What follows belongs to an exercise in optimizing a design on an open flow for small area, a short achievable clock period and few clock cycles; a production flow would make more cautious choices.
In this exercise RTL edits were held to simulation tests only and were not proved equivalent to the original.
Power figures rest on the tool's default switching activity, not on a simulated workload.

the previous run:
// serial_sorter
module serial_sorter #(
  parameter int unsigned WIDTH  = 32,
  parameter int unsigned DEPTH  = 16,
  parameter bit          SIGNED = 1'b1
) (
  input  logic             clk,
  input  logic             rst_n,
  input  logic [WIDTH-1:0] data_serial_i,
  input  logic             data_valid_i,
  input  logic             data_last_i,
  input  logic             descending_i,
  output logic             data_ready_o,
  input  logic             out_ready_i,
  output logic [WIDTH-1:0] data_serial_o,
  output logic             data_valid_o,
  output logic             data_last_o,
  output logic             busy_o
);
  logic             pre_v_q;
  logic [WIDTH-1:0] pre_d_q;
  logic             pre_last_q;
  logic             pre_desc_q;
  logic             in_v_q;
  logic [WIDTH-1:0] in_d_q;
  logic             in_last_q;
  logic             in_desc_q;
  logic [DEPTH-1:0] hg_q, hl_q, lg_q;
  logic [DEPTH-1:0][WIDTH-1:0] c_q;
  ...
Settings: LEC_CHECK=0, CAP_MARGIN=20, CORE_MARGIN=2, CORE_UTILIZATION=55, CTS_CLUSTER_DIAMETER=80, CTS_CLUSTER_SIZE=30, SETUP_SLACK_MARGIN=2.2, SLEW_MARGIN=20; clock period 5.0 ns.
run.sh (not shown) runs the stock make flow with config.mk's settings and CLKGATE_MAP_FILE= SYNTH_SCRIPT=/design/flow/synth_recipe.tcl, a recipe that flattens the netlist after the stock synthesis.
Testbench counts of the previous run, summed over its fixed seeds: cycles 4,000.
--- input diff the previous run..the current run ---
--- a/flow/design.v
+++ b/flow/design.v
@@ -38,22 +38,23 @@
   logic             pop, take, top_free, room, ins, adv, close, accept;
   logic             top_in_v, top_in_last;   
   logic [WIDTH-1:0] top_in_d;
   logic             pre_v_n, in_v_n, s_v_n, ready_n;
   logic [DEPTH-1:0] occ_n;
   logic             hg_in, hl_in, lg_in;
   logic [DEPTH-1:0] hg_pre, hl_pre, lg_pre;   
   logic [DEPTH-1:0] hg_src, hl_src, lg_src;
   logic [DEPTH-1:0] after;        
   logic [DEPTH-1:0] mv;           
   logic [DEPTH-1:0] put;          
+  logic [DEPTH-1:0] hole_above;   
   logic [DEPTH-1:0] from_below;   
   logic [DEPTH-1:0] keep;         
   localparam int unsigned HW = WIDTH / 2;
   function automatic logic [1:0] compare(input logic [HW-1:0] a,
                                          input logic [HW-1:0] b);
     logic [HW-1:0] g, l;
     g = a & ~b;
     l = ~a & b;
     for (int s = 1; s < int'(HW); s = s * 2) begin
       for (int j = 0; j + s < int'(HW); j = j + 2 * s) begin
         g[j] = g[j+s] | (~l[j+s] & g[j]);
@@ -90,24 +91,27 @@
   assign lg_in          = compare(in_d_q[HW-1:0], pre_d_q[HW-1:0]) >> 1;
   always_comb begin
     hg_pre[DEPTH-1] = 1'b0;
     hl_pre[DEPTH-1] = 1'b0;
     lg_pre[DEPTH-1] = 1'b0;
     after[DEPTH-1]  = 1'b0;
     for (int i = 0; i < int'(DEPTH) - 1; i++) begin
       {hg_pre[i], hl_pre[i]} = compare(upper(c_q[i]), upper(pre_d_q));
       lg_pre[i] = compare(c_q[i][HW-1:0], pre_d_q[HW-1:0]) >> 1;
       after[i]  = open_q[i] & ((hg_q[i] | (~hl_q[i] & lg_q[i])) ^ desc_q);
     end
+    hole_above[DEPTH-1] = 1'b0;
+    for (int i = int'(DEPTH) - 2; i >= 0; i--)
+      hole_above[i] = hole_above[i+1] | ~occ_q[i+1];
     for (int i = 0; i < int'(DEPTH) - 1; i++)
-      mv[i] = occ_q[i] & (open_q[i] ? (ins & ~after[i]) : pop);
+      mv[i] = occ_q[i] & (open_q[i] ? (ins & ~after[i]) : (hole_above[i] | pop));
     mv[DEPTH-1] = take;
     put[0] = ins & ~after[0];
     for (int i = 1; i < int'(DEPTH); i++)
       put[i] = ins & after[i-1] & ~after[i];
     from_below[0] = 1'b0;
     for (int i = 1; i < int'(DEPTH); i++)
       from_below[i] = mv[i-1];
     keep = ~(from_below | put);
     occ_n = from_below | put | (occ_q & ~mv);
     occ_n[DEPTH-1] = s_v_q | top_in_v | ~top_free;
     hg_src = adv ? hg_pre : hg_q;
==> comparison <==
The current run: no failed stages, no open violations at the end. From the previous run to the current run the numbers moved as follows: share of final layout cell area taken by non-clock buffers level, highest clock frequency the design can meet higher. For the previous run, the type of the worst min-delay path was in2async, unlike the current run, where it was reg2reg. Share of the clock period used by the worst path was lower in the run labelled the current run. The previous run ended up with more cell instances than the current run did. Critical path buffer and inverter count ended up 1 lower on the current run than on the previous run. Per the comparison of the current run with the previous run, power density normalized to cell area picked up an extra 4.1%; utilization after layout picked up an extra 0.20 points. The startpoint of the most critical setup path comes out pre_d_q[1] in one run and pre_d_q[6] in the other, namely in the current run and the previous run respectively.
Testbench counts of the current run, summed over its fixed seeds: cycles 4,000.

## separate check: timing with driven ports
No port has a modelled driver above. Below, the same layouts with a new extraction and two added sets of constraints.
Step 1, drivers: a clkbuf_16 drives clk and a buf_2 each remaining input, both assumed.
Step 2 adds t to the input delays and takes it off the output delays; t is the mean of the earliest and latest rising clock arrival at the registers after step 1. Input paths then give back, and output paths get back, about the clock's delay inside the block.
a / b / c = ideal / step 1 / step 2; a / b = the first two.
| run | shift t [ns] | setup WS [ns] | hold slack, ns | worst register clock-pin slew, ns |
|---|---|---|---|---|
| the previous run | 0.672 | 1.988 / 1.988 / 1.988 | 0.354 / 0.316 / 0.440 | 0.12 / 0.12 |
| the current run | 0.691 | 2.067 / 2.067 / 2.067 | 0.446 / 0.446 / 0.446 | 0.12 / 0.12 |
After both steps every run listed still meets setup and hold.
